This is an optimization exercise on Yosys and OpenROAD, whose aim is small area, a short achievable clock period and few clock cycles per item, not a production implementation.
At most, simulation tests tie the RTL to the original design; equivalence was not proved.
For runs 4 and 5, only the layout was checked, not whether the RTL still works.
Power figures rest on the tool's default switching activity, not on a simulated workload.

--- design/flow/run.sh ---
#!/bin/bash
# synth_recipe.tcl (not shown) runs the flow's synth.tcl, then flattens the netlist and writes it again
# the make line also repeats each setting of config.mk as NAME=value (left out here)
make -C /OpenROAD-flow-scripts/flow DESIGN_CONFIG=/design/flow/config.mk WORK_HOME=/design/flow/orfs CLKGATE_MAP_FILE= SYNTH_SCRIPT=/design/flow/synth_recipe.tcl finish
--- design/flow/config.mk ---
export PLATFORM = sky130hd
export DESIGN_NAME = discrete_pid_velocity_form
export DESIGN_NICKNAME = discrete_pid_velocity_form
export VERILOG_FILES = /design/flow/design.v
export SDC_FILE = /design/flow/constraint.sdc
export NUM_CORES = 4
export LEC_CHECK = 0
export ABC_CLOCK_PERIOD_IN_PS = 4000
export CAP_MARGIN = 20
export CORE_MARGIN = 2
export CORE_UTILIZATION = 60
export SLEW_MARGIN = 20
--- design/flow/constraint.sdc ---
create_clock -name core_clock -period 12.0 [get_ports {i_clk}]
set_input_delay 2.4000 -clock core_clock [delete_from_list [all_inputs] [get_ports {i_clk}]]
set_output_delay 2.4000 -clock core_clock [all_outputs]
set_load 0.01 [all_outputs]
--- design/flow/design.v ---
`default_nettype none
package dpvf_pkg;
    localparam int E_W        = 16;
    localparam int G_W        = 16;
    localparam int DT_W       = 16;
    localparam int OUT_W      = 32;
    localparam int CFG_ADDR_W = 2;
    localparam logic [CFG_ADDR_W-1:0] REG_KP = 2'd0;
    localparam logic [CFG_ADDR_W-1:0] REG_KI = 2'd1;
    localparam logic [CFG_ADDR_W-1:0] REG_KD = 2'd2;
    localparam logic CMD_STEP  = 1'b0;
    localparam logic CMD_CLEAR = 1'b1;
    localparam int Q_W        = 34;
    localparam int N_DSTG     = Q_W / 2;
    localparam int PI_STG     = N_DSTG - 4;
endpackage
`default_nettype wire
`default_nettype none
import dpvf_pkg::*;
module dpvf_r4step (
    input  wire [15:0] i_r,
    input  wire [1:0]  i_b,
    input  wire [15:0] i_d,
    input  wire [17:0] i_d3,
    output logic [15:0] o_r,
    output logic [1:0]  o_q
);
    logic [17:0] x;
    logic [18:0] t1, t2, t3;
    assign x  = {i_r, i_b};
    assign t1 = {1'b0, x} - {3'b0, i_d};
    assign t2 = {1'b0, x} - {2'b0, i_d, 1'b0};
    assign t3 = {1'b0, x} - {1'b0, i_d3};
    always_comb begin
        if (!t3[18]) begin
            o_q = 2'd3; o_r = t3[15:0];
        end else if (!t2[18]) begin
            o_q = 2'd2; o_r = t2[15:0];
        end else if (!t1[18]) begin
            o_q = 2'd1; o_r = t1[15:0];
        end else begin
            o_q = 2'd0; o_r = x[15:0];
        end
    end
endmodule
module dpvf_csa_tree #(
    parameter int N = 3,
    parameter int W = 8
) (
    input  wire [N*W-1:0] i_rows,
    output logic [W-1:0]  o_s,
    output logic [W-1:0]  o_c
);
    function automatic integer rows_after(input integer n, input integer k);
        integer m, j;
        begin
            m = n;
            for (j = 0; j < k; j = j + 1) begin
                if (m > 2) m = (m / 3) * 2 + (m % 3);
            end
            rows_after = m;
        end
    endfunction
    function automatic integer n_levels(input integer n);
        integer m, k, j;
        begin
            m = n;
            k = 0;
            for (j = 0; j < 64; j = j + 1) begin
                if (m > 2) begin
                    m = (m / 3) * 2 + (m % 3);
                    k = k + 1;
                end
            end
            n_levels = k;
        end
    endfunction
    localparam int NL = n_levels(N);
    logic [W-1:0] lv [NL+1][N];
    genvar gk, gi;
    generate
        for (gi = 0; gi < N; gi++) begin : g_in
            assign lv[0][gi] = i_rows[gi*W +: W];
        end
        for (gk = 0; gk < NL; gk++) begin : g_lvl
            localparam int NK = rows_after(N, gk);
            localparam int NG = NK / 3;
            for (gi = 0; gi < NG; gi++) begin : g_fa
                logic [W-1:0] a, b, c;
                assign a = lv[gk][3*gi];
                assign b = lv[gk][3*gi+1];
                assign c = lv[gk][3*gi+2];
                assign lv[gk+1][2*gi]   = a ^ b ^ c;
                assign lv[gk+1][2*gi+1] = {((a[W-2:0] & b[W-2:0]) | (a[W-2:0] & c[W-2:0]) | (b[W-2:0] & c[W-2:0])), 1'b0};
            end
            for (gi = 3 * NG; gi < NK; gi++) begin : g_pass
                assign lv[gk+1][gi - NG] = lv[gk][gi];
            end
        end
        if (rows_after(N, NL) == 2) begin : g_two
            assign o_s = lv[NL][0];
            assign o_c = lv[NL][1];
        end else begin : g_one
            assign o_s = lv[NL][0];
            assign o_c = '0;
        end
    endgenerate
endmodule
module discrete_pid_velocity_form (
    input  wire                                 i_clk,
    input  wire                                 i_rst_n,
    input  wire                                 i_cfg_we,
    input  wire [dpvf_pkg::CFG_ADDR_W-1:0]      i_cfg_addr,
    input  wire [dpvf_pkg::G_W-1:0]             i_cfg_wdata,
    input  wire                                 i_s_axis_tvalid,
    output logic                                o_s_axis_tready,
    input  wire [dpvf_pkg::E_W+dpvf_pkg::DT_W-1:0] i_s_axis_tdata,   
    input  wire                                 i_s_axis_tuser,   
    output logic                                o_m_axis_tvalid,
    input  wire                                 i_m_axis_tready,
    output logic [dpvf_pkg::OUT_W-1:0]          o_m_axis_tdata,   
    output logic                                o_m_axis_tuser    
);
    logic r_rst;                
    always_ff @(posedge i_clk) begin
        r_rst <= !i_rst_n;
    end
    logic [G_W-1:0] r_kp, r_ki, r_kd;
    always_ff @(posedge i_clk) begin
        if (i_cfg_we && i_cfg_addr == REG_KP) begin
            r_kp <= i_cfg_wdata;
        end else if (r_rst) begin
            r_kp <= '0;
        end
        if (i_cfg_we && i_cfg_addr == REG_KI) begin
            r_ki <= i_cfg_wdata;
        end else if (r_rst) begin
            r_ki <= '0;
        end
        if (i_cfg_we && i_cfg_addr == REG_KD) begin
            r_kd <= i_cfg_wdata;
        end else if (r_rst) begin
            r_kd <= '0;
        end
    end
    logic r_sk_v, r_adv;
    logic w_adv, w_adv_d;
    assign w_adv           = !r_sk_v;
    assign w_adv_d         = r_adv;
    assign o_s_axis_tready = !r_sk_v;
    logic                  r0_v, r0_cmd;
    logic signed [E_W-1:0] r0_e;
    logic [DT_W-1:0]       r0_dt;
    always_ff @(posedge i_clk) begin
        if (!i_rst_n) begin
            r0_v <= 1'b0;
        end else if (w_adv) begin
            r0_v <= i_s_axis_tvalid;
        end
    end
    always_ff @(posedge i_clk) begin
        if (w_adv) begin
            r0_cmd <= i_s_axis_tuser;
            r0_e   <= i_s_axis_tdata[E_W-1:0];
            r0_dt  <= i_s_axis_tdata[E_W+DT_W-1:E_W];
        end
    end
    logic signed [E_W-1:0] r_e1;
    logic signed [17:0]    r_h, r_nh;
    logic signed [17:0]    w1_de, w1_nde;
    assign w1_de  = 18'(r0_e) + r_h;
    assign w1_nde = r_nh - 18'(r0_e);
    always_ff @(posedge i_clk) begin
        if (r_rst) begin
            r_e1 <= '0;
            r_h  <= '0;
            r_nh <= '0;
        end else if (w_adv && r0_v) begin
            if (r0_cmd == CMD_CLEAR) begin
                r_e1 <= '0;
                r_h  <= '0;
                r_nh <= '0;
            end else begin
                r_e1 <= r0_e;
                r_h  <= 18'(r_e1) - (18'(r0_e) <<< 1);
                r_nh <= (18'(r0_e) <<< 1) - 18'(r_e1);
            end
        end
    end
    logic                  r1_v, r1_cmd, r1_sg;
    logic signed [E_W-1:0] r1_e;
    logic [16:0]           r1_ade;
    logic [DT_W-1:0]       r1_dt;
    logic [DT_W+1:0]       r1_dt3;
    logic [DT_W-1:0]       w1_dt;
    assign w1_dt = {r0_dt[DT_W-1:1], r0_dt[0] | (r0_dt == '0)};
    always_ff @(posedge i_clk) begin
        if (r_rst) begin
            r1_v <= 1'b0;
        end else if (w_adv) begin
            r1_v <= r0_v;
        end
    end
    always_ff @(posedge i_clk) begin
        if (w_adv) begin
            r1_cmd <= r0_cmd;
            r1_e   <= r0_e;
            r1_sg  <= w1_de[17];
            r1_ade <= w1_de[17] ? w1_nde[16:0] : w1_de[16:0];
            r1_dt  <= w1_dt;
            r1_dt3 <= 18'(w1_dt) + {1'b0, w1_dt, 1'b0};
        end
    end
    logic [17*33-1:0]      w2_rows;
    logic [32:0]           w2_s, w2_c;
    genvar gr;
    generate
        for (gr = 0; gr < 17; gr++) begin : g_mrow
            assign w2_rows[gr*33 +: 33] = r1_ade[gr] ? (33'(r_kd) << gr) : 33'd0;
        end
    endgenerate
    dpvf_csa_tree #(.N(17), .W(33)) u_mtree (.i_rows(w2_rows), .o_s(w2_s), .o_c(w2_c));
    logic                  r2_v, r2_cmd, r2_sg;
    logic signed [E_W-1:0] r2_e;
    logic [32:0]           r2_ms, r2_mc;
    logic [DT_W-1:0]       r2_dt;
    logic [DT_W+1:0]       r2_dt3;
    always_ff @(posedge i_clk) begin
        if (r_rst) begin
            r2_v <= 1'b0;
        end else if (w_adv) begin
            r2_v <= r1_v;
        end
    end
    always_ff @(posedge i_clk) begin
        if (w_adv) begin
            r2_cmd <= r1_cmd;
            r2_e   <= r1_e;
            r2_sg  <= r1_sg;
            r2_ms  <= w2_s;
            r2_mc  <= w2_c;
            r2_dt  <= r1_dt;
            r2_dt3 <= r1_dt3;
        end
    end
    logic                  r3_v, r3_cmd, r3_sg;
    logic signed [E_W-1:0] r3_e;
    logic [32:0]           r3_m;
    logic [DT_W-1:0]       r3_dt;
    logic [DT_W+1:0]       r3_dt3;
    always_ff @(posedge i_clk) begin
        if (r_rst) begin
            r3_v <= 1'b0;
        end else if (w_adv) begin
            r3_v <= r2_v;
        end
    end
    always_ff @(posedge i_clk) begin
        if (w_adv) begin
            r3_cmd <= r2_cmd;
            r3_e   <= r2_e;
            r3_sg  <= r2_sg;
            r3_m   <= r2_ms + r2_mc;
            r3_dt  <= r2_dt;
            r3_dt3 <= r2_dt3;
        end
    end
    logic                  dv_v   [N_DSTG];
    logic                  dv_cmd [N_DSTG];
    logic                  dv_sg  [N_DSTG];
    logic                  dv_ovf [N_DSTG];
    logic [15:0]           dv_r   [N_DSTG];
    logic [Q_W-1:0]        dv_nq  [N_DSTG];
    logic [DT_W-1:0]       dv_dt  [N_DSTG];
    logic [DT_W+1:0]       dv_dt3 [N_DSTG];
    logic signed [E_W-1:0] dv_e   [N_DSTG];
    genvar gs;
    generate
        for (gs = 0; gs < N_DSTG; gs++) begin : g_dstg
            logic [15:0]     c_r;
            logic [Q_W-1:0]  c_nq;
            logic [DT_W-1:0] c_dt;
            logic [DT_W+1:0] c_dt3;
            logic            c_v, c_cmd, c_sg, c_ovf;
            logic signed [E_W-1:0] c_e;
            logic [15:0]     n_r;
            logic [1:0]      n_q;
            if (gs == 0) begin : g_in0
                assign c_r   = {1'b0, r3_m[32:18]};
                assign c_nq  = {r3_m[17:0], 16'b0};
                assign c_dt  = r3_dt;
                assign c_dt3 = r3_dt3;
                assign c_v   = r3_v;
                assign c_cmd = r3_cmd;
                assign c_sg  = r3_sg;
                assign c_ovf = ({1'b0, r3_m[32:18]} >= r3_dt);
                assign c_e   = r3_e;
            end else begin : g_inN
                assign c_r   = dv_r[gs-1];
                assign c_nq  = dv_nq[gs-1];
                assign c_dt  = dv_dt[gs-1];
                assign c_dt3 = dv_dt3[gs-1];
                assign c_v   = dv_v[gs-1];
                assign c_cmd = dv_cmd[gs-1];
                assign c_sg  = dv_sg[gs-1];
                assign c_ovf = dv_ovf[gs-1];
                assign c_e   = dv_e[gs-1];
            end
            dpvf_r4step u_step (
                .i_r  (c_r),
                .i_b  (c_nq[Q_W-1:Q_W-2]),
                .i_d  (c_dt),
                .i_d3 (c_dt3),
                .o_r  (n_r),
                .o_q  (n_q)
            );
            always_ff @(posedge i_clk) begin
                if (r_rst) begin
                    dv_v[gs] <= 1'b0;
                end else if (w_adv_d) begin
                    dv_v[gs] <= c_v;
                end
            end
            always_ff @(posedge i_clk) begin
                if (w_adv_d) begin
                    dv_cmd[gs] <= c_cmd;
                    dv_sg[gs]  <= c_sg;
                    dv_ovf[gs] <= c_ovf;
                    dv_r[gs]   <= n_r;
                    dv_nq[gs]  <= {c_nq[Q_W-3:0], n_q};
                    dv_dt[gs]  <= c_dt;
                    dv_dt3[gs] <= c_dt3;
                    dv_e[gs]   <= c_e;
                end
            end
        end
    endgenerate
    localparam int PB = PI_STG - 1;
    logic signed [E_W-1:0] r_le1;
    always_ff @(posedge i_clk) begin
        if (r_rst) begin
            r_le1 <= '0;
        end else if (w_adv && dv_v[PB]) begin
            r_le1 <= (dv_cmd[PB] == CMD_CLEAR) ? '0 : dv_e[PB];
        end
    end
    logic [16*32-1:0]      w_krows;
    logic [31:0]           w_ks, w_kc;
    generate
        for (gr = 0; gr < 16; gr++) begin : g_krow
            assign w_krows[gr*32 +: 32] = dv_dt[PB][gr] ? (32'(r_ki) << gr) : 32'd0;
        end
    endgenerate
    dpvf_csa_tree #(.N(16), .W(32)) u_ktree (.i_rows(w_krows), .o_s(w_ks), .o_c(w_kc));
    logic signed [16:0]    l1_d1, l1_sm;
    logic [31:0]           l1_ks, l1_kc;
    logic [18*34-1:0]      w_prows;
    logic [33:0]           w_ps, w_pc;
    generate
        for (gr = 0; gr < 16; gr++) begin : g_prow
            assign w_prows[gr*34 +: 34] = l1_d1[gr] ? (34'(r_kp) << gr) : 34'd0;
        end
    endgenerate
    assign w_prows[16*34 +: 34] = l1_d1[16] ? ~(34'(r_kp) << 16) : 34'd0;
    assign w_prows[17*34 +: 34] = 34'(l1_d1[16]);
    dpvf_csa_tree #(.N(18), .W(34)) u_ptree (.i_rows(w_prows), .o_s(w_ps), .o_c(w_pc));
    logic [31:0]           l2_kdt;
    logic [33:0]           l2_ps, l2_pc;
    logic signed [16:0]    l2_sm;
    logic [18*51-1:0]      w_xrows;
    logic [50:0]           w_xs, w_xc;
    generate
        for (gr = 0; gr < 16; gr++) begin : g_xrow
            assign w_xrows[gr*51 +: 51] = l2_sm[gr] ? (51'(l2_kdt) << gr) : 51'd0;
        end
    endgenerate
    assign w_xrows[16*51 +: 51] = l2_sm[16] ? ~(51'(l2_kdt) << 16) : 51'd0;
    assign w_xrows[17*51 +: 51] = l2_sm[16] ? 51'h1ffff + 51'd1 : 51'd0;
    dpvf_csa_tree #(.N(18), .W(51)) u_xtree (.i_rows(w_xrows), .o_s(w_xs), .o_c(w_xc));
    logic [50:0]           l3_xs, l3_xc;
    logic signed [33:0]    l3_p;
    logic [50:0]           w_pisum;
    logic signed [33:0]    l4_pi;
    assign w_pisum = {l3_p, 17'b0} + l3_xs + l3_xc;
    always_ff @(posedge i_clk) begin
        if (w_adv) begin
            l1_d1  <= 17'(dv_e[PB]) - 17'(r_le1);
            l1_sm  <= 17'(dv_e[PB]) + 17'(r_le1);
            l1_ks  <= w_ks;
            l1_kc  <= w_kc;
            l2_kdt <= l1_ks + l1_kc;
            l2_ps  <= w_ps;
            l2_pc  <= w_pc;
            l2_sm  <= l1_sm;
            l3_xs  <= w_xs;
            l3_xc  <= w_xc;
            l3_p   <= l2_ps + l2_pc;
            l4_pi  <= w_pisum[50:17];
        end
    end
    localparam int L = N_DSTG - 1;
    logic [35:0]        w_opnd;
    logic [36:0]        w_wsum;
    logic               rf_v, rf_cmd, rf_sg, rf_ovf;
    logic signed [35:0] rf_w;
    assign w_opnd = dv_sg[L] ? ~{2'b0, dv_nq[L]} : {2'b0, dv_nq[L]};
    assign w_wsum = {36'(l4_pi), 1'b1} + {w_opnd, dv_sg[L]};
    always_ff @(posedge i_clk) begin
        if (r_rst) begin
            rf_v <= 1'b0;
        end else if (w_adv) begin
            rf_v <= dv_v[L];
        end
    end
    always_ff @(posedge i_clk) begin
        if (w_adv) begin
            rf_cmd <= dv_cmd[L];
            rf_sg  <= dv_sg[L];
            rf_ovf <= dv_ovf[L];
            rf_w   <= w_wsum[36:1];
        end
    end
    logic signed [31:0] r_u1;
    logic signed [36:0] w_s;
    logic               w_hi, w_lo;
    logic [31:0]        w_res;
    logic               w_sat;
    assign w_s  = 37'(r_u1) + 37'(rf_w);
    assign w_hi = !w_s[36] && (w_s[35:31] != 5'b0);
    assign w_lo =  w_s[36] && (w_s[35:31] != 5'b11111);
    always_comb begin
        if (rf_cmd == CMD_CLEAR) begin
            w_res = '0;
            w_sat = 1'b0;
        end else if (rf_ovf) begin
            w_res = rf_sg ? 32'h8000_0000 : 32'h7fff_ffff;
            w_sat = 1'b1;
        end else if (w_hi) begin
            w_res = 32'h7fff_ffff;
            w_sat = 1'b1;
        end else if (w_lo) begin
            w_res = 32'h8000_0000;
            w_sat = 1'b1;
        end else begin
            w_res = w_s[31:0];
            w_sat = 1'b0;
        end
    end
    logic w_new;
    assign w_new = rf_v && w_adv && !r_rst;
    always_ff @(posedge i_clk) begin
        if (r_rst) begin
            r_u1 <= '0;
        end else if (w_new) begin
            r_u1 <= w_res;
        end
    end
    logic        r_or_v, r_or_sat, r_sk_sat;
    logic [31:0] r_or_d, r_sk_d;
    logic        w_or_free, w_sk_nxt;
    assign w_or_free = !r_or_v || i_m_axis_tready;
    assign w_sk_nxt  = (r_sk_v || w_new) && !w_or_free;
    always_ff @(posedge i_clk) begin
        if (!i_rst_n) begin
            r_or_v <= 1'b0;
            r_sk_v <= 1'b0;
            r_adv  <= 1'b1;
        end else begin
            r_sk_v <= w_sk_nxt;
            r_adv  <= !w_sk_nxt;
            if (r_sk_v || w_new) begin
                r_or_v <= 1'b1;
            end else if (w_or_free) begin
                r_or_v <= 1'b0;
            end
        end
    end
    always_ff @(posedge i_clk) begin
        if (w_or_free) begin
            r_or_d   <= r_sk_v ? r_sk_d   : w_res;
            r_or_sat <= r_sk_v ? r_sk_sat : w_sat;
        end
        if (!r_sk_v) begin
            r_sk_d   <= w_res;
            r_sk_sat <= w_sat;
        end
    end
    assign o_m_axis_tvalid = r_or_v;
    assign o_m_axis_tdata  = r_or_d;
    assign o_m_axis_tuser  = r_or_sat;
endmodule
`default_nettype wire
==> results_dict.tcl, run 1 <==
set metrics [dict create \
    grt_pass1_wl_um 641600 \
    antenna_left 0 \
    chipHeight_um 532.1 \
    clk_latency_ns 0.89 \
    detail_route.wl_per_cell_um 21.27 \
    grt_use_total_pct 28.63 \
    cts-root-buf "clkbuf_16" \
    ir_drop_mv 0.3679 \
    io_pins 91 \
    timing.critical_path.cells "and2_1 -> fa_1 -> inv_1 -> fa_1 -> inv_1 -> fa_1 -> inv_1 -> fa_1 -> fa_1 -> inv_1 -> fa_1" \
    synth_nets 17760 \
    layout-drive-gt1-share_pct 4.973 \
    crit_type "flop to flop" \
    ys.flop_type "edfxtp_1" \
    synth_top_family_by_area "adder cells" \
    yosys.area_share.simple_pct 11.99 \
    antenna_found_initial 17 \
    final_cell_area_um2 181100 \
    swShare_pct 41.66 \
    slowest_stage "edfxtp_1" \
    pre_cts_ws_ns 7.316 \
    nets 17830 \
    synth-xor-area-share_pct 4.171 \
    cpMostUsedCell "fa_1" \
    hpwl_um 312200 \
    tightest_slew_ns 1.191 \
    grt_max_degree 189 \
    coreArea_um2 277000 \
    setup_tns_ns 0 \
    end_kind "flop" \
    slew_violations 0 \
    yosysTopAreaCell "edfxtp_1" \
    fin_skew_ns 0.04192 \
    htree_levels 5 \
    die-area_um2 283200 \
    seq_area_um2 69340 \
    finalSetupViolations 0 \
    drcViolationCount 0 \
    synth_mux_area_share_pct 1.909 \
    cts_buffers 271 \
    ys_seq_area_share_pct 41.42 \
    grt.met3_usage_pct 3.502 \
    crit_family "adder cells" \
    power_leakage_nw 78.47 \
    path_max_fanout 32 \
    hold_path_class "flop to flop" \
    status "timing/DRC/antenna clean" \
    rsz0062_at_grt "no" \
    viasPerCell 5.855 \
    grt_use_met1_pct 37.21 \
    synthesis.area_um2 167400 \
    synth_top_area_share_pct 39.55 \
    yosysMostFrequentCell "edfxtp_1" \
    clock.fmax_mhz 210.0 \
    yosysWarnings 19 \
    ys_ff_latch 2361 \
    cp_slowest_stage_delay_ns 0.83 \
    async_reset_ff_share_pct 0 \
    synth_edf_count 2204 \
    gp_congestion 0.9165 \
    synth_fa_ha_area_share_pct 24.88 \
    synth.top_cells.by_area "edfxtp_1, fa_1, ha_1, inv_1, and2_1" \
    period_minus_slack_ns 4.762 \
    dpl_cell_area_um2 172300 \
    slew_headroom_pct 18.54 \
    clock_sinks 2361 \
    hold_violations 0 \
    wl_um 405800 \
    synth_compound_area_share_pct 10.40 \
    drtPass1Iterations 5 \
    yosys-top-cells-count "edfxtp_1, inv_1, ha_1" \
    seqPwrFrac_pct 29.3 \
    p_per_area_nw_per_um2 277.6 \
    clk_pin_slew_ns 0.06 \
    hold_buffers 0 \
    area_delta_synth_final_pct 8.238 \
    max_cap_viol_count 0 \
    worst_slack_ns 7.238 \
    fillers 21370 \
    internal_power_mw 29.33 \
    cts-resized-gates 0 \
    start_kind "flop" \
    pwr-share-comb_pct 54.3 \
    placementRows 193 \
    post_cts_buffers 0 \
    avgSynthCellArea_um2 11.10 \
    via_count 111700 \
    use_met2_pct 48.65 \
    ys_types 101 \
    power_switching_mw 20.95 \
    syn_inst 15080 \
    grt_pass1_vias 115600 \
    start_util_pct 60.42 \
    cts_buffer_depth 4 \
    path_buf_inv 4 \
    worstPathRequired_ns 12.64 \
    drt_iter0_markers 9024 \
    overflow 0 \
    cp.arrival_ns 5.40 \
    p_clk_share_pct 16.4 \
    multi_input_area_um2 89410 \
    cts_tree "built" \
    port_buffers 90 \
    fin_crit_sh_pct 39.69 \
    top_usage_layer "met2" \
    die_w_um 532.1 \
]
==> worst reg2reg max path, delay by kind of cell (launching register included) <==
| family | cells | cell delay (ns) |
|---|---|---|
| adder cells (fa/ha/maj) | 6 | 3.08 |
| buffers and inverters | 4 | 0.26 |
| flip-flops | 1 | 0.83 |
| AND/OR/NAND/NOR | 1 | 0.36 |
==> layout make-up <==
cell class                 count  share of cell area [%]
clock buffer                 329                   3.950
inverter                    1927                   3.997
tap                         3705                   2.559
sequential                  2361                   38.28
antenna                        7                0.009670
multi-input combinational  10420                   49.36
timing repair buffer         179                  0.9269
clock inverter               152                  0.9262
==> cell families after synthesis <==
logic type,Yosys count
simple gates,4062
compound gates,2629
fa+ha+maj,2622
flops,2361
buf+inv,2307
xor+xnor,797
mux,306
==> power groups by stage <==
stage	combinational (mW)	clock [mW]	sequential (mW)
floorplan	20.4	0	13.7
global placement	26.0	0	14.9
detailed placement	27.0	0	14.9
CTS	27.2	8.43	14.7
global route	30.8	8.74	15.0
finish	27.3	8.25	14.7
==> per-stage QoR <==
stage                     power (mW)  hold slack (ns)  std cells  util, %
final                          50.28           0.3901      19080    65.40
after global routing           54.48           0.3901      19070    65.40
after CTS                      50.37           0.3817      19070    65.39
after detailed placement       41.86           0.4045      18590    62.20
after global placement         40.85           0.4001      18590    62.18
after floorplan                34.11           0.4003      15080        -
==> per-layer routing <==
layer | routed length, um | up-vias | share of wire, %
li1 | - | 52460 | -
met1 | 168500 | 55310 | 42
met2 | 197400 | 3184 | 49
met3 | 21610 | 721 | 5.3
met4 | 18230 | 8 | 4.5
met5 | 73 | - | 0.018
==> path summary, 6_finish.rpt <==
| kind | from | end | slack [ns] | cells past startpoint |
|---|---|---|---|---|
| max | l2_sm[14] | l3_xs[30] | 7.24 | 11 |
| min | dv_e[8][14] | dv_e[9][14] | 0.39 | 0 |
| max reg2reg | l2_sm[14] | l3_xs[30] | 7.24 | 11 |
| min reg2reg | dv_e[8][14] | dv_e[9][14] | 0.39 | 0 |
==> sequential cells by signal, indices dropped and copies added (netlist names), 33 cells and up <==
register,cells
l3_xc,49
dv_nq,378
dv_dt,254
l3_xs,49
l3_p,34
dv_e,208
l2_ps,34
r2_ms,33
r3_m,33
l4_pi,34
dv_r,256
dv_dt3,274
rf_w,36
==> layout by cell type, fill, tap and decap left out, types with 46 or more instances in the layout <==
master              n
ha_1             1445
clkbuf_1           48
o31ai_1            53
inv_1            1923
a21o_1            205
nor3b_1            46
fa_1             1177
a31oi_1           138
mux2i_1           201
o21ai_0           521
nor3_1            289
xnor2_1           509
or3_1             126
a211o_1            47
clkdlybuf4s50_1    90
and2_1            856
edfxtp_1         2204
a21boi_0           58
nor2b_1           157
nor2_1            812
o211ai_1          101
a21oi_1           663
and3_1             98
a211oi_1           95
or2_2              50
xor2_1            287
dfxtp_1           154
clkbuf_16         276
nand2_1          1168
o21bai_1           62
mux2_2            105
o21a_1            186
nand3_1           195
buf_4              79
nand2b_1          128
Testbench counts, summed over its fixed seeds: cycles 1,384, items 1,200.
==> inputs of run 2 (changes only) <==
--- a/design/flow/config.mk
+++ b/design/flow/config.mk
@@ -6,7 +6,8 @@
 export NUM_CORES = 4
 export LEC_CHECK = 0
+export ABC_AREA = 1
 export ABC_CLOCK_PERIOD_IN_PS = 4000
 export CAP_MARGIN = 20
 export CORE_MARGIN = 2
-export CORE_UTILIZATION = 60
+export CORE_UTILIZATION = 40
 export SLEW_MARGIN = 20
==> results_dict.tcl, run 2 <==
set metrics [dict create \
    drt_iter0_markers 9407 \
    crit_type "flop to primary output" \
    fillers 41380 \
    start_util_pct 40.12 \
    wl_um 453400 \
    chipHeight_um 661.2 \
    cts_buffer_depth 4 \
    setup_tns_ns 0 \
    ys.flop_type "edfxtp_1" \
    ys_types 70 \
    yosysMostFrequentCell "nand2_1" \
    clock_sinks 2361 \
    clock.fmax_mhz 202.2 \
    regMostFlops "dv_nq" \
    die_w_um 661.2 \
    ys_ff_latch 2361 \
    grt_pass1_wl_um 710800 \
    drcViolationCount 0 \
    io_pins 91 \
    hold_violations 0 \
    final_cell_mix "nand2_1, inv_1, edfxtp_1" \
    final_cell_area_um2 189100 \
    coreArea_um2 430600 \
    pre_cts_ws_ns 7.228 \
    grt_pass1_vias 123500 \
    area_delta_synth_final_pct 9.446 \
    detail_route.wl_per_cell_um 18.75 \
    antenna_left 0 \
    power_leakage_nw 89.47 \
    reg.largest.list "dv_nq x378, dv_dt3 x274, dv_r x256" \
    period_minus_slack_ns 4.947 \
    grt_max_degree 174 \
    cts_tree "built" \
    via_count 123400 \
    cts_buffers 279 \
    worstPathRequired_ns 9.60 \
    p_per_area_nw_per_um2 324.7 \
    dpl_cell_area_um2 179700 \
    async_reset_ff_share_pct 0 \
    path_max_fanout 43 \
    ir_drop_mv 0.5591 \
    hold_buffers 0 \
    viasPerCell 5.105 \
    antenna_found_initial 17 \
    fin_skew_ns 0.1006 \
    slew_headroom_pct 24.04 \
    max_cap_viol_count 0 \
    overflow 0 \
    grt_use_total_pct 20.70 \
    status "timing/DRC/antenna clean" \
    slew_violations 0 \
    clk_latency_ns 0.96 \
    largest_reg_flops 378 \
    post_cts_buffers 0 \
    gp_congestion 0.9278 \
    hold_ws_ns 0.3531 \
    synth_top_area_share_pct 38.31 \
    synth_edf_count 2204 \
    yosysWarnings 19 \
    clk_pin_slew_ns 0.06 \
    syn_inst 18280 \
    die-area_um2 437200 \
    fin_crit_sh_pct 41.22 \
    synth.top_cells.by_area "edfxtp_1, fa_1, ha_1, nand2_1, inv_1" \
    placementRows 241 \
    port_buffers 90 \
    cts-resized-gates 0 \
    yosys-top-cells-count "nand2_1, inv_1, edfxtp_1" \
    drtPass1Iterations 9 \
    final_common_cell "nand2_1" \
    end_kind "primary output" \
    hpwl_um 354700 \
    finalSetupViolations 0 \
    nets 20920 \
    htree_levels 5 \
    cts-root-buf "clkbuf_16" \
    seq_area_um2 69330 \
    tightest_slew_ns 1.136 \
    avgSynthCellArea_um2 9.449 \
    layout-drive-gt1-share_pct 3.580 \
    multi_input_area_um2 88740 \
    ys_seq_area_share_pct 40.13 \
    synth_nets 20960 \
    worst_slack_ns 7.053 \
    hold_path_class "flop to flop" \
    yosysTopAreaCell "edfxtp_1" \
    start_kind "flop" \
    rsz0062_at_grt "no" \
    synthesis.area_um2 172800 \
    cp.arrival_ns 2.55 \
]
[run 2: cells by family (layout without fill, tap and decap cells)]
| family | count (synthesis) | after routing | share of synthesized area (%) |
|---|---|---|---|
| AO/OA/AOI/OAI | 2810 | 2810 | 9.340 |
| adder cells (fa/ha/maj) | 2622 | 2622 | 24.10 |
| buffers and inverters | 3906 | 4089 | 8.528 |
| XOR/XNOR | 832 | 832 | 4.218 |
| flip-flops | 2361 | 2361 | 40.13 |
| multiplexers | 21 | 21 | 0.1340 |
| AND/OR/NAND/NOR | 5730 | 5730 | 13.54 |
| other | 0 | 7 | 0 |
[run 2: layer usage]
layer / vias up / routed length (um) / track usage [%]
met5: - / 13 / 0
met4: 2 / 15710 / 6.598
met3: 655 / 24170 / 2.541
met2: 3215 / 211000 / 34.33
met1: 59690 / 202500 / 28.20
li1: 59880 / - / -
[run 2: critical path: stages, from the launching register on]
cell and delay, ns:
dfxtp_2 0.46, inv_8 0.35, clkdlybuf4s50_1 0.71
[run 2: stage by stage]
step	std cells	utilization [%]	power [mW]
after detailed placement	23670	41.73	52.83
after global placement	23670	41.73	52.17
after CTS	24180	43.91	61.83
after floorplan	18280	-	41.85
after global routing	24180	43.91	67.86
final	24180	43.91	61.39
[run 2: power breakdown]
| part | internal, mW | leakage [nW] | switching [mW] | total (mW) |
|---|---|---|---|---|
| Sequential | 13.9 | 24.6 | 2.46 | 16.4 |
| Combinational | 14.3 | 60.3 | 22.0 | 36.3 |
| Clock | 5.10 | 4.52 | 3.59 | 8.69 |
[run 2: worst paths after layout]
kind,startpoint,to,slack [ns],cells past startpoint
max,r_sk_v,o_s_axis_tready,7.05,2
min,dv_nq[0][18],dv_nq[1][20],0.35,0
max reg2reg,l2_sm[10],l3_xs[13],7.34,11
min reg2reg,dv_nq[0][18],dv_nq[1][20],0.35,0
[run 2: cell type report]
cell class / instances / share of cell area [%]
Multi-Input combinational cell: 12020 / 46.93
Sequential cell: 2361 / 36.67
Inverter: 3410 / 6.774
Clock buffer: 347 / 3.960
Tap cell: 5710 / 3.779
Clock inverter: 156 / 0.9986
Timing Repair Buffer: 176 / 0.8775
Antenna cell: 7 / 0.009265
==> inputs of run 3 (changes only) <==
--- a/design/flow/config.mk
+++ b/design/flow/config.mk
@@ -6,5 +6,4 @@
 export NUM_CORES = 4
 export LEC_CHECK = 0
-export ABC_AREA = 1
 export ABC_CLOCK_PERIOD_IN_PS = 4000
 export CAP_MARGIN = 20
==> results_dict.tcl, run 3 <==
set metrics [dict create \
    grt.met3_usage_pct 1.991 \
    detail_route.wl_per_cell_um 18.80 \
    power_leakage_nw 78.87 \
    yosysMostFrequentCell "edfxtp_1" \
    antenna_left 0 \
    timing.critical_path.cells "buf_8 -> and2_1 -> fa_1 -> inv_1 -> fa_1 -> inv_1 -> fa_1 -> inv_1 -> fa_1 -> fa_1 -> inv_1 -> fa_1" \
    yosysTopAreaCell "edfxtp_1" \
    reg.largest.list "dv_nq x378, dv_dt3 x274, dv_r x256" \
    cts_buffer_depth 4 \
    cpMostUsedCell "fa_1" \
    cts-root-buf "clkbuf_16" \
    post_cts_buffers 0 \
    slowest_stage "edfxtp_1" \
    final_common_cell "edfxtp_1" \
    htree_levels 5 \
    largest_reg_flops 378 \
    p_per_area_nw_per_um2 272.8 \
    slew_headroom_pct 27.51 \
    port_buffers 90 \
    worstHoldPathCells 0 \
    start_kind "flop" \
    drt_iter0_markers 7092 \
    synthesis.area_um2 167400 \
    period_minus_slack_ns 4.674 \
    tightest_slew_ns 1.084 \
    synth_top_area_share_pct 39.55 \
    synth_nets 17760 \
    hold_start "dv_nq[7][0]" \
    internal_power_mw 29.61 \
    p_clk_share_pct 17.5 \
    coreArea_um2 416600 \
    viasPerCell 5.197 \
    final_cell_mix "edfxtp_1, inv_1, ha_1" \
    cts_tree "built" \
    gp_congestion 0.8906 \
    use_met2_pct 31.16 \
    r2r_end "l3_xs[29]" \
    cts-resized-gates 0 \
    hold_violations 0 \
    synth_edf_count 2204 \
    worstPathRequired_ns 12.63 \
    r2r_cells 12 \
    grt_pass1_vias 109600 \
    ys_types 101 \
    drtPass1Iterations 6 \
    regMostFlops "dv_nq" \
    via_count 108600 \
    chipHeight_um 650.8 \
    start_util_pct 40.17 \
    io_pins 91 \
    slew_violations 0 \
    clock.fmax_mhz 214.0 \
    ir_drop_mv 0.3974 \
    synth.top_cells.by_area "edfxtp_1, fa_1, ha_1, inv_1, and2_1" \
    grt_use_total_pct 18.44 \
    placementRows 237 \
    r2r_start "l2_sm[14]" \
    finalSetupViolations 0 \
    crit_type "flop to flop" \
    async_reset_ff_share_pct 0 \
    antenna_found_initial 15 \
    hold_ws_ns 0.3757 \
    ys.flop_type "edfxtp_1" \
    nets 17850 \
    rsz0062_at_grt "no" \
    grt_use_met1_pct 25.05 \
    hpwl_um 299500 \
    end_kind "flop" \
    regToRegSetupSlack_ns 7.33 \
    fin_skew_ns 0.05953 \
    clk_latency_ns 0.92 \
    status "timing/DRC/antenna clean" \
    path_max_fanout 17 \
    hold_path_class "flop to flop" \
    cts_buffers 281 \
    grt_pass1_wl_um 623600 \
    clk_pin_slew_ns 0.07 \
    area_delta_synth_final_pct 10.05 \
    max_cap_viol_count 0 \
    clock_sinks 2361 \
    pwr-share-comb_pct 53.2 \
    grt_max_degree 186 \
    overflow 0 \
    ys_ff_latch 2361 \
    wl_um 393100 \
    seqPwrFrac_pct 29.3 \
    power_switching_mw 20.63 \
    drcViolationCount 0 \
    cp_slowest_stage_delay_ns 0.69 \
    fin_crit_sh_pct 38.95 \
    min_to "dv_nq[8][2]" \
    yosysWarnings 19 \
    fillers 38490 \
    die-area_um2 423600 \
    hold_buffers 0 \
    swShare_pct 41.06 \
    avgSynthCellArea_um2 11.10 \
    cp.arrival_ns 5.30 \
    syn_inst 15080 \
    die_w_um 650.8 \
    yosys-top-cells-count "edfxtp_1, inv_1, ha_1" \
    setup_tns_ns 0 \
    utilization_pct 44.21 \
    layout-drive-gt1-share_pct 5.207 \
    ys_seq_area_share_pct 41.42 \
    top_usage_layer "met2" \
]
run 3: cell types whose count changed in the layout (fill, tap and decap cells not counted), sizes merged, moves of 227 or more:
cell   delta
nand2  -2657
a21oi   -634
and2    +852
xor2    -227
inv    -1480
nand3   -465
run 3: power by group through the flow:
stage,Clock (mW),Combinational (mW),Sequential (mW)
2_1_floorplan,0,20.4,13.7
3_3_place_gp,0,26.1,14.9
3_5_place_dp,0,26.6,14.9
5_1_grt,9.32,30.6,15.0
4_1_cts,9.01,26.8,14.8
6_report,8.77,26.7,14.7
run 3: metal layers:
| metal | wire (um) | up-vias |
|---|---|---|
| li1 | - | 52470 |
| met1 | 178000 | 53440 |
| met2 | 187400 | 2161 |
| met3 | 15750 | 547 |
| met4 | 11950 | 2 |
| met5 | 11 | - |
run 3: how the worst max path moves through the flow:
stage	startpoint	end	depth (start not counted)
6_report	l2_sm[14]	l3_xs[29]	12
5_1_grt	rf_w[0]	r_or_d[28]	14
3_3_place_gp	l2_sm[14]	l3_xs[29]	11
2_1_floorplan	r_sk_v	r_h[14]	5
3_5_place_dp	l2_sm[13]	l3_xs[18]	11
4_1_cts	l2_sm[13]	l3_xs[29]	11
run 3: kinds of logic after synthesis:
kind of cell | synth area share [%]
AO/OA/AOI/OAI | 10.40
AND/OR/NAND/NOR | 11.99
XOR/XNOR | 4.171
multiplexers | 1.909
buffers and inverters | 5.227
adder cells (fa/ha/maj) | 24.88
flip-flops | 41.42
run 3: layout make-up:
class | count | area (um^2) | share of cell area [%]
sequential | 2361 | 69340 | 37.65
multi-input combinational | 10420 | 89410 | 48.54
clock inverter | 175 | 2125 | 1.154
inverter | 1927 | 7241 | 3.931
tap | 5497 | 6878 | 3.734
timing repair buffer | 188 | 1798 | 0.9762
clock buffer | 334 | 7386 | 4.010
antenna | 4 | 10.01 | 0.005435
run 3: worst max-delay path: cells and delay by family (launching register included):
kind	cells	cell delay [ns]
buf+inv	5	0.52
flops	1	0.69
fa+ha+maj	6	3.03
simple gates	1	0.16
run 3: metrics by stage:
step	total power, mW	instance area, um^2	setup WS, ns	instances
after floorplan	34.11	167400	-5.088	15080
final	50.24	184200	7.326	20900
after detailed placement	41.51	174600	7.233	20390
after global routing	54.90	184200	7.060	20900
after CTS	50.60	184100	7.201	20900
after global placement	41.03	174600	7.202	20390
==> inputs of run 4 (changes only) <==
--- a/design/flow/design.v
+++ b/design/flow/design.v
@@ -21,6 +21,6 @@
     input  wire [15:0] i_r,
     input  wire [1:0]  i_b,
-    input  wire [15:0] i_d,
-    input  wire [17:0] i_d3,
+    input  wire [15:0] i_nd,
+    input  wire [17:0] i_nd3,
     output logic [15:0] o_r,
     output logic [1:0]  o_q
@@ -28,8 +28,12 @@
     logic [17:0] x;
     logic [18:0] t1, t2, t3;
+    logic [19:0] u1, u2, u3;
     assign x  = {i_r, i_b};
-    assign t1 = {1'b0, x} - {3'b0, i_d};
-    assign t2 = {1'b0, x} - {2'b0, i_d, 1'b0};
-    assign t3 = {1'b0, x} - {1'b0, i_d3};
+    assign u1 = {1'b0, x, 1'b1} + {3'b111, i_nd, 1'b1};
+    assign u2 = {1'b0, x, 1'b1} + {2'b11, i_nd, 2'b11};
+    assign u3 = {1'b0, x, 1'b1} + {1'b1, i_nd3, 1'b1};
+    assign t1 = u1[19:1];
+    assign t2 = u2[19:1];
+    assign t3 = u3[19:1];
     always_comb begin
         if (!t3[18]) begin
@@ -191,6 +195,6 @@
     logic signed [E_W-1:0] r1_e;
     logic [16:0]           r1_ade;
-    logic [DT_W-1:0]       r1_dt;
-    logic [DT_W+1:0]       r1_dt3;
+    logic [DT_W-1:0]       r1_nd;
+    logic [DT_W+1:0]       r1_nd3;
     logic [DT_W-1:0]       w1_dt;
     assign w1_dt = {r0_dt[DT_W-1:1], r0_dt[0] | (r0_dt == '0)};
@@ -208,6 +212,6 @@
             r1_sg  <= w1_de[17];
             r1_ade <= w1_de[17] ? w1_nde[16:0] : w1_de[16:0];
-            r1_dt  <= w1_dt;
-            r1_dt3 <= 18'(w1_dt) + {1'b0, w1_dt, 1'b0};
+            r1_nd  <= ~w1_dt;
+            r1_nd3 <= ~(18'(w1_dt) + {1'b0, w1_dt, 1'b0});
         end
     end
@@ -224,6 +228,6 @@
     logic signed [E_W-1:0] r2_e;
     logic [32:0]           r2_ms, r2_mc;
-    logic [DT_W-1:0]       r2_dt;
-    logic [DT_W+1:0]       r2_dt3;
+    logic [DT_W-1:0]       r2_nd;
+    logic [DT_W+1:0]       r2_nd3;
     always_ff @(posedge i_clk) begin
         if (r_rst) begin
@@ -240,6 +244,6 @@
             r2_ms  <= w2_s;
             r2_mc  <= w2_c;
-            r2_dt  <= r1_dt;
-            r2_dt3 <= r1_dt3;
+            r2_nd  <= r1_nd;
+            r2_nd3 <= r1_nd3;
         end
     end
@@ -247,6 +251,6 @@
     logic signed [E_W-1:0] r3_e;
     logic [32:0]           r3_m;
-    logic [DT_W-1:0]       r3_dt;
-    logic [DT_W+1:0]       r3_dt3;
+    logic [DT_W-1:0]       r3_nd;
+    logic [DT_W+1:0]       r3_nd3;
     always_ff @(posedge i_clk) begin
         if (r_rst) begin
@@ -262,6 +266,6 @@
             r3_sg  <= r2_sg;
             r3_m   <= r2_ms + r2_mc;
-            r3_dt  <= r2_dt;
-            r3_dt3 <= r2_dt3;
+            r3_nd  <= r2_nd;
+            r3_nd3 <= r2_nd3;
         end
     end
@@ -272,7 +276,9 @@
     logic [15:0]           dv_r   [N_DSTG];
     logic [Q_W-1:0]        dv_nq  [N_DSTG];
-    logic [DT_W-1:0]       dv_dt  [N_DSTG];
-    logic [DT_W+1:0]       dv_dt3 [N_DSTG];
+    logic [DT_W-1:0]       dv_nd  [N_DSTG];
+    logic [DT_W+1:0]       dv_nd3 [N_DSTG];
     logic signed [E_W-1:0] dv_e   [N_DSTG];
+    logic [17:0] w_ovf0;
+    assign w_ovf0 = {2'b0, r3_m[32:18], 1'b1} + {1'b0, r3_nd, 1'b1};
     genvar gs;
     generate
@@ -280,6 +286,6 @@
             logic [15:0]     c_r;
             logic [Q_W-1:0]  c_nq;
-            logic [DT_W-1:0] c_dt;
-            logic [DT_W+1:0] c_dt3;
+            logic [DT_W-1:0] c_nd;
+            logic [DT_W+1:0] c_nd3;
             logic            c_v, c_cmd, c_sg, c_ovf;
             logic signed [E_W-1:0] c_e;
@@ -289,16 +295,16 @@
                 assign c_r   = {1'b0, r3_m[32:18]};
                 assign c_nq  = {r3_m[17:0], 16'b0};
-                assign c_dt  = r3_dt;
-                assign c_dt3 = r3_dt3;
+                assign c_nd  = r3_nd;
+                assign c_nd3 = r3_nd3;
                 assign c_v   = r3_v;
                 assign c_cmd = r3_cmd;
                 assign c_sg  = r3_sg;
-                assign c_ovf = ({1'b0, r3_m[32:18]} >= r3_dt);
+                assign c_ovf = w_ovf0[17];
                 assign c_e   = r3_e;
             end else begin : g_inN
                 assign c_r   = dv_r[gs-1];
                 assign c_nq  = dv_nq[gs-1];
-                assign c_dt  = dv_dt[gs-1];
-                assign c_dt3 = dv_dt3[gs-1];
+                assign c_nd  = dv_nd[gs-1];
+                assign c_nd3 = dv_nd3[gs-1];
                 assign c_v   = dv_v[gs-1];
                 assign c_cmd = dv_cmd[gs-1];
@@ -310,6 +316,6 @@
                 .i_r  (c_r),
                 .i_b  (c_nq[Q_W-1:Q_W-2]),
-                .i_d  (c_dt),
-                .i_d3 (c_dt3),
+                .i_nd (c_nd),
+                .i_nd3(c_nd3),
                 .o_r  (n_r),
                 .o_q  (n_q)
@@ -329,6 +335,6 @@
                     dv_r[gs]   <= n_r;
                     dv_nq[gs]  <= {c_nq[Q_W-3:0], n_q};
-                    dv_dt[gs]  <= c_dt;
-                    dv_dt3[gs] <= c_dt3;
+                    dv_nd[gs]  <= c_nd;
+                    dv_nd3[gs] <= c_nd3;
                     dv_e[gs]   <= c_e;
                 end
@@ -349,5 +355,5 @@
     generate
         for (gr = 0; gr < 16; gr++) begin : g_krow
-            assign w_krows[gr*32 +: 32] = dv_dt[PB][gr] ? (32'(r_ki) << gr) : 32'd0;
+            assign w_krows[gr*32 +: 32] = dv_nd[PB][gr] ? 32'd0 : (32'(r_ki) << gr);
         end
     endgenerate
==> results_dict.tcl, run 4 <==
set metrics [dict create \
    status "timing/DRC/antenna clean" \
    hold_path_class "flop to flop" \
    clk_latency_ns 0.94 \
    yosysWarnings 19 \
    placementRows 233 \
    crit_type "flop to primary output" \
    start_util_pct 40.15 \
    cp.depth 3 \
    async_reset_ff_share_pct 0 \
    yosysMostFrequentCell "edfxtp_1" \
    final_cell_mix "edfxtp_1, ha_1, inv_1" \
    r2r_cells 15 \
    clock_sinks 2361 \
    timing.critical_path.cells "buf_4 -> inv_16 -> clkdlybuf4s50_1" \
    die-area_um2 408900 \
    overflow 0 \
    regMostFlops "dv_nq" \
    top_usage_layer "met2" \
    wl_um 370400 \
    post_cts_buffers 0 \
    drcViolationCount 0 \
    chipHeight_um 639.5 \
    worstPathRequired_ns 9.60 \
    path_max_fanout 37 \
    port_buffers 90 \
    synth_nets 16680 \
    synth.top_cells.by_area "edfxtp_1, fa_1, ha_1, inv_1, xnor2_1" \
    p_per_area_nw_per_um2 269.2 \
    ir_drop_mv 0.2897 \
    fin_skew_ns 0.1151 \
    grt_max_degree 158 \
    worst_slack_ns 6.657 \
    cts_buffer_depth 4 \
    cts_tree "built" \
    setup_tns_ns 0 \
    area_delta_synth_final_pct 10.26 \
    cts-root-buf "clkbuf_16" \
    cts_buffers 277 \
    via_count 101700 \
    power_leakage_nw 74.19 \
    drtPass1Iterations 5 \
    synth_top_area_share_pct 40.97 \
    grt_use_met1_pct 24.12 \
    finalSetupViolations 0 \
    cp.arrival_ns 2.94 \
    tightest_slew_ns 1.103 \
    pre_cts_ws_ns 6.828 \
    slew_headroom_pct 26.46 \
    gp_congestion 0.8590 \
    antenna_found_initial 20 \
    avgSynthCellArea_um2 11.54 \
    coreArea_um2 402300 \
    synth_edf_count 2204 \
    hpwl_um 279900 \
    path_buf_inv 3 \
    ys_ff_latch 2361 \
    die_w_um 639.5 \
    htree_levels 5 \
    cp_slowest_stage_delay_ns 0.85 \
    antenna_left 0 \
    viasPerCell 5.183 \
    syn_inst 14000 \
    grt_pass1_wl_um 587400 \
    grt.met3_usage_pct 2.604 \
    crit_family "buffers and inverters" \
    layout-drive-gt1-share_pct 4.992 \
    grt_use_total_pct 18.09 \
    cts-resized-gates 0 \
    ys_seq_area_share_pct 42.92 \
    worstHoldPathCells 0 \
    hold_violations 0 \
    yosysTopAreaCell "edfxtp_1" \
    final_common_cell "edfxtp_1" \
    nets 16780 \
    fin_crit_sh_pct 44.52 \
    ys_types 91 \
    start_kind "flop" \
    max_cap_viol_count 0 \
    end_kind "primary output" \
    clk_pin_slew_ns 0.06 \
    slew_violations 0 \
    hold_buffers 0 \
    slowest_stage "dfxtp_2" \
    yosys-top-cells-count "edfxtp_1, ha_1, inv_1" \
    period_minus_slack_ns 5.343 \
    synthesis.area_um2 161500 \
    reg.largest.list "dv_nq x378, dv_nd3 x274, dv_r x256" \
    ys.flop_type "edfxtp_1" \
    detail_route.wl_per_cell_um 18.87 \
    rsz0062_at_grt "no" \
    io_pins 91 \
    use_met2_pct 30.65 \
    grt_pass1_vias 103700 \
    drt_iter0_markers 6477 \
    clock.fmax_mhz 187.2 \
    largest_reg_flops 378 \
]
[run 4: cell types whose count changed after synthesis, moves of 59 or more]
| cell | before | now |
|---|---|---|
| a21oi_1 | 666 | 739 |
| a31oi_1 | 140 | 81 |
| and2_1 | 856 | 686 |
| inv_1 | 1924 | 1414 |
| mux2_2 | 105 | 46 |
| mux2i_1 | 201 | 101 |
| nand2_1 | 1170 | 983 |
| nand2b_1 | 128 | 211 |
| nor2b_1 | 157 | 281 |
| nor3_1 | 289 | 216 |
| o21bai_1 | 62 | 128 |
| or3_1 | 126 | 40 |
[run 4: worst register-to-register path, delay by kind of cell, from the launching register on]
kind,cells,cell delay [ns]
flops,1,0.38
buf+inv,2,0.18
fa+ha+maj,2,0.60
mux,3,0.68
compound gates,7,2.35
simple gates,1,0.82
[run 4: final cells by class]
| cell class | instances | area, um^2 |
|---|---|---|
| Fill cell | 37150 | 224200 |
| Multi-Input combinational cell | 9848 | 85620 |
| Sequential cell | 2361 | 69340 |
| Clock buffer | 323 | 7323 |
| Tap cell | 5287 | 6615 |
| Inverter | 1417 | 5335 |
| Clock inverter | 173 | 2013 |
| Timing Repair Buffer | 200 | 1823 |
| Antenna cell | 14 | 35.03 |
[run 4: cell families (layout without fill, tap and decap cells)]
| group | Yosys count | in the layout | share of synthesized area [%] |
|---|---|---|---|
| adders and majority gates | 2620 | 2620 | 25.76 |
| muxes | 147 | 147 | 0.9465 |
| xor gates and xnor gates | 834 | 834 | 4.522 |
| AOI/OAI and AO/OA | 2649 | 2649 | 10.65 |
| other | 0 | 14 | 0 |
| buffers and inverters | 1791 | 2113 | 4.194 |
| and+or+nand+nor | 3598 | 3598 | 11.01 |
| DFF | 2361 | 2361 | 42.92 |
[run 4: final timing paths]
check / startpoint / to / slack (ns)
setup / recovery: r_sk_v / o_s_axis_tready / 6.66
hold / removal: dv_sg[12] / dv_sg[13] / 0.35
setup reg to reg: dv_nd3[1][0] / dv_r[2][1] / 6.72
hold reg to reg: dv_sg[12] / dv_sg[13] / 0.35
[run 4: report_power, final]
group | total [mW] | internal [mW] | switching, mW
registers | 14.7 | 12.7 | 1.96
clock network | 8.63 | 5.04 | 3.59
logic | 24.6 | 10.8 | 13.8
total | 47.9 | 28.6 | 19.3
[run 4: metrics by stage]
stage	instances	hold slack, ns	utilization, %	cell area [um^2]	total power, mW
3_3_place_gp	19110	0.4004	41.93	168700	38.96
6_report	19620	0.3521	44.27	178100	47.94
5_1_grt	19610	0.3655	44.26	178100	52.35
2_1_floorplan	14000	0.4003	-	161500	32.70
3_5_place_dp	19110	0.4045	41.93	168700	39.42
4_1_cts	19610	0.3532	44.25	178000	48.34
[run 4: routing by layer]
metal  share of wire (%)  vias up
li1                    -    49270
met1                  45    49950
met2                  48     1961
met3                 4.7      522
met4                 2.8        6
met5              0.0092        -
==> inputs of run 5 (changes only) <==
--- a/design/flow/design.v
+++ b/design/flow/design.v
@@ -36,15 +36,12 @@
     assign t2 = u2[19:1];
     assign t3 = u3[19:1];
-    always_comb begin
-        if (!t3[18]) begin
-            o_q = 2'd3; o_r = t3[15:0];
-        end else if (!t2[18]) begin
-            o_q = 2'd2; o_r = t2[15:0];
-        end else if (!t1[18]) begin
-            o_q = 2'd1; o_r = t1[15:0];
-        end else begin
-            o_q = 2'd0; o_r = x[15:0];
-        end
-    end
+    logic s3, s2, s1, s0;
+    assign s3  = !t3[18];
+    assign s2  = t3[18] && !t2[18];
+    assign s1  = t2[18] && !t1[18];
+    assign s0  = t1[18];
+    assign o_q = {s3 | s2, s3 | s1};
+    assign o_r = ({16{s3}} & t3[15:0]) | ({16{s2}} & t2[15:0])
+               | ({16{s1}} & t1[15:0]) | ({16{s0}} & x[15:0]);
 endmodule
 module dpvf_csa_tree #(
==> results_dict.tcl, run 5 <==
set metrics [dict create \
    synth_nets 16560 \
    slew_headroom_pct 24.26 \
    crit_type "flop to primary output" \
    synth.top_cells.by_area "edfxtp_1, fa_1, ha_1, inv_1, xnor2_1" \
    chipHeight_um 638.8 \
    ys_types 97 \
    synthesis.area_um2 161200 \
    power_switching_mw 19.49 \
    start_kind "flop" \
    yosys-top-cells-count "edfxtp_1, ha_1, inv_1" \
    grt_pass1_vias 104500 \
    rsz0062_at_grt "no" \
    drcViolationCount 0 \
    grt_use_total_pct 18.16 \
    power_leakage_nw 73.96 \
    async_reset_ff_share_pct 0 \
    ys_ff_latch 2361 \
    path_max_fanout 64 \
    fin_crit_sh_pct 43.24 \
    drtPass1Iterations 8 \
    placementRows 233 \
    cts_tree "built" \
    ir_drop_mv 0.3093 \
    cts-root-buf "clkbuf_16" \
    worstPathRequired_ns 9.60 \
    synth_edf_count 2204 \
    clock_sinks 2361 \
    antenna_found_initial 8 \
    clk_latency_ns 0.94 \
    syn_inst 13890 \
    detail_route.wl_per_cell_um 18.95 \
    layout-drive-gt1-share_pct 4.686 \
    ys.flop_type "edfxtp_1" \
    regMostFlops "dv_nq" \
    yosysTopAreaCell "edfxtp_1" \
    hold_ws_ns 0.3904 \
    max_cap_viol_count 0 \
    cp_slowest_stage_delay_ns 0.84 \
    reg.largest.list "dv_nq x378, dv_nd3 x274, dv_r x256" \
    pwr-share-comb_pct 52.0 \
    drt_iter0_markers 7099 \
    via_count 102200 \
    hold_violations 0 \
    nets 16680 \
    hpwl_um 279500 \
    cp.arrival_ns 2.79 \
    final_cell_mix "edfxtp_1, ha_1, inv_1" \
    yosysMostFrequentCell "edfxtp_1" \
    clock.fmax_mhz 192.7 \
    cts-resized-gates 0 \
    hold_buffers 0 \
    coreArea_um2 402000 \
    internal_power_mw 28.25 \
    die-area_um2 408100 \
    ys_seq_area_share_pct 43.01 \
    area_delta_synth_final_pct 9.819 \
    p_clk_share_pct 17.1 \
    fin_skew_ns 0.07015 \
    antenna_left 0 \
    start_util_pct 40.10 \
    status "timing/DRC/antenna clean" \
    cts_buffers 270 \
    cts_buffer_depth 4 \
    gp_congestion 0.8583 \
    grt_pass1_wl_um 592200 \
    utilization_pct 44.03 \
    die_w_um 638.8 \
    post_cts_buffers 0 \
    io_pins 91 \
    setup_tns_ns 0 \
    final_common_cell "edfxtp_1" \
    clk_pin_slew_ns 0.06 \
    wl_um 369700 \
    p_per_area_nw_per_um2 269.6 \
    viasPerCell 5.241 \
    tightest_slew_ns 1.126 \
    synth_top_area_share_pct 41.06 \
    yosysWarnings 18 \
    hold_path_class "flop to flop" \
    grt_max_degree 188 \
    slew_violations 0 \
    slowest_stage "clkdlybuf4s50_1" \
    period_minus_slack_ns 5.188 \
    port_buffers 90 \
    avgSynthCellArea_um2 11.61 \
    end_kind "primary output" \
    overflow 0 \
    timing.critical_path.cells "buf_4 -> inv_16 -> clkdlybuf4s50_1" \
    swShare_pct 40.82 \
    htree_levels 5 \
    seqPwrFrac_pct 30.9 \
    largest_reg_flops 378 \
    finalSetupViolations 0 \
]
-- run 5: cell families after synthesis --
kind of cell | synth area share [%]
DFF | 43.01
and+or+nand+nor | 11.37
xor gates and xnor gates | 4.455
AOI/OAI and AO/OA | 11.03
muxes | 0.2329
buffers and inverters | 4.087
adders and majority gates | 25.82
-- run 5: power groups by stage --
stage,clock network [mW],registers (mW),logic [mW]
2_1_floorplan,0,13.8,18.9
4_1_cts,8.40,14.8,25.0
5_1_grt,8.69,15.0,28.5
6_report,8.16,14.7,24.8
3_3_place_gp,0,14.9,24.4
3_5_place_dp,0,14.9,24.8
-- run 5: path summary, 6_finish.rpt --
kind         startpoint               to  slack, ns  cells past startpoint
min          dv_ovf[15]       dv_ovf[16]       0.39                      0
min reg2reg  dv_ovf[15]       dv_ovf[16]       0.39                      0
max reg2reg   l3_xs[20]        l4_pi[32]       7.20                     13
max              r_sk_v  o_s_axis_tready       6.81                      3
-- run 5: worst max-delay path, delay by kind of cell (launching register included) --
family | cells | cell delay [ns]
buffers and inverters | 3 | 1.53
DFF | 1 | 0.31
-- run 5: routing by layer --
metal	GRT usage, %	part of all wire (%)	vias to the layer above
met2	30.79	48	1949
met3	2.017	4.1	484
met5	0	0	-
met4	4.537	2.4	0
met1	24.82	46	50630
li1	-	-	49160
-- run 5: cell type report --
class                   count  area [um^2]
clock buffers             316         7012
diodes                      4        10.01
flip-flops and latches   2361        69340
inverters                1407         5298
fillers                 37120       225000
repair buffers            185         1744
multi-input cells        9779        85350
well taps                5287         6615
clock inverters           166         1659
-- run 5: per-stage QoR --
| step | cell area [um^2] | worst slack [ns] | power (mW) | cells |
|---|---|---|---|---|
| after global routing | 177000 | 6.725 | 52.18 | 19500 |
| after CTS | 176900 | 6.744 | 48.14 | 19500 |
| after global placement | 168300 | 7.102 | 39.28 | 19020 |
| after floorplan | 161200 | 0.8328 | 32.65 | 13890 |
| final | 177000 | 6.812 | 47.73 | 19510 |
| after detailed placement | 168300 | 7.028 | 39.73 | 19020 |

## separate check: timing with driven ports
The results above use ideal ports. As a check the final layouts listed here were re-extracted and re-timed, cells and wires unchanged.
Step 1, drivers: a clkbuf_16 drives i_clk and a buf_2 each remaining input, both assumed.
Step 2, shift: input delay + t, output delay - t, t = (earliest + latest rising clock arrival at the registers) / 2. This alone moves slack from input paths to output paths.
Three values: ideal ports, drivers, drivers and shift; two values: the first two.
run	shift t [ns]	slack for setup (ns)	hold slack, ns	pins driven straight from the clock port
run 1	0.991	7.238 / 7.235 / 7.238	0.390 / 0.390 / 0.390	1
run 2	1.030	7.053 / 6.940 / 7.295	0.353 / 0.353 / 0.353	1
run 3	0.994	7.326 / 7.326 / 7.326	0.376 / 0.376 / 0.376	1
run 4	0.993	6.657 / 6.551 / 6.717	0.352 / 0.352 / 0.352	1
run 5	1.015	6.812 / 6.694 / 7.199	0.390 / 0.390 / 0.390	1
After both steps every run listed still meets setup and hold.
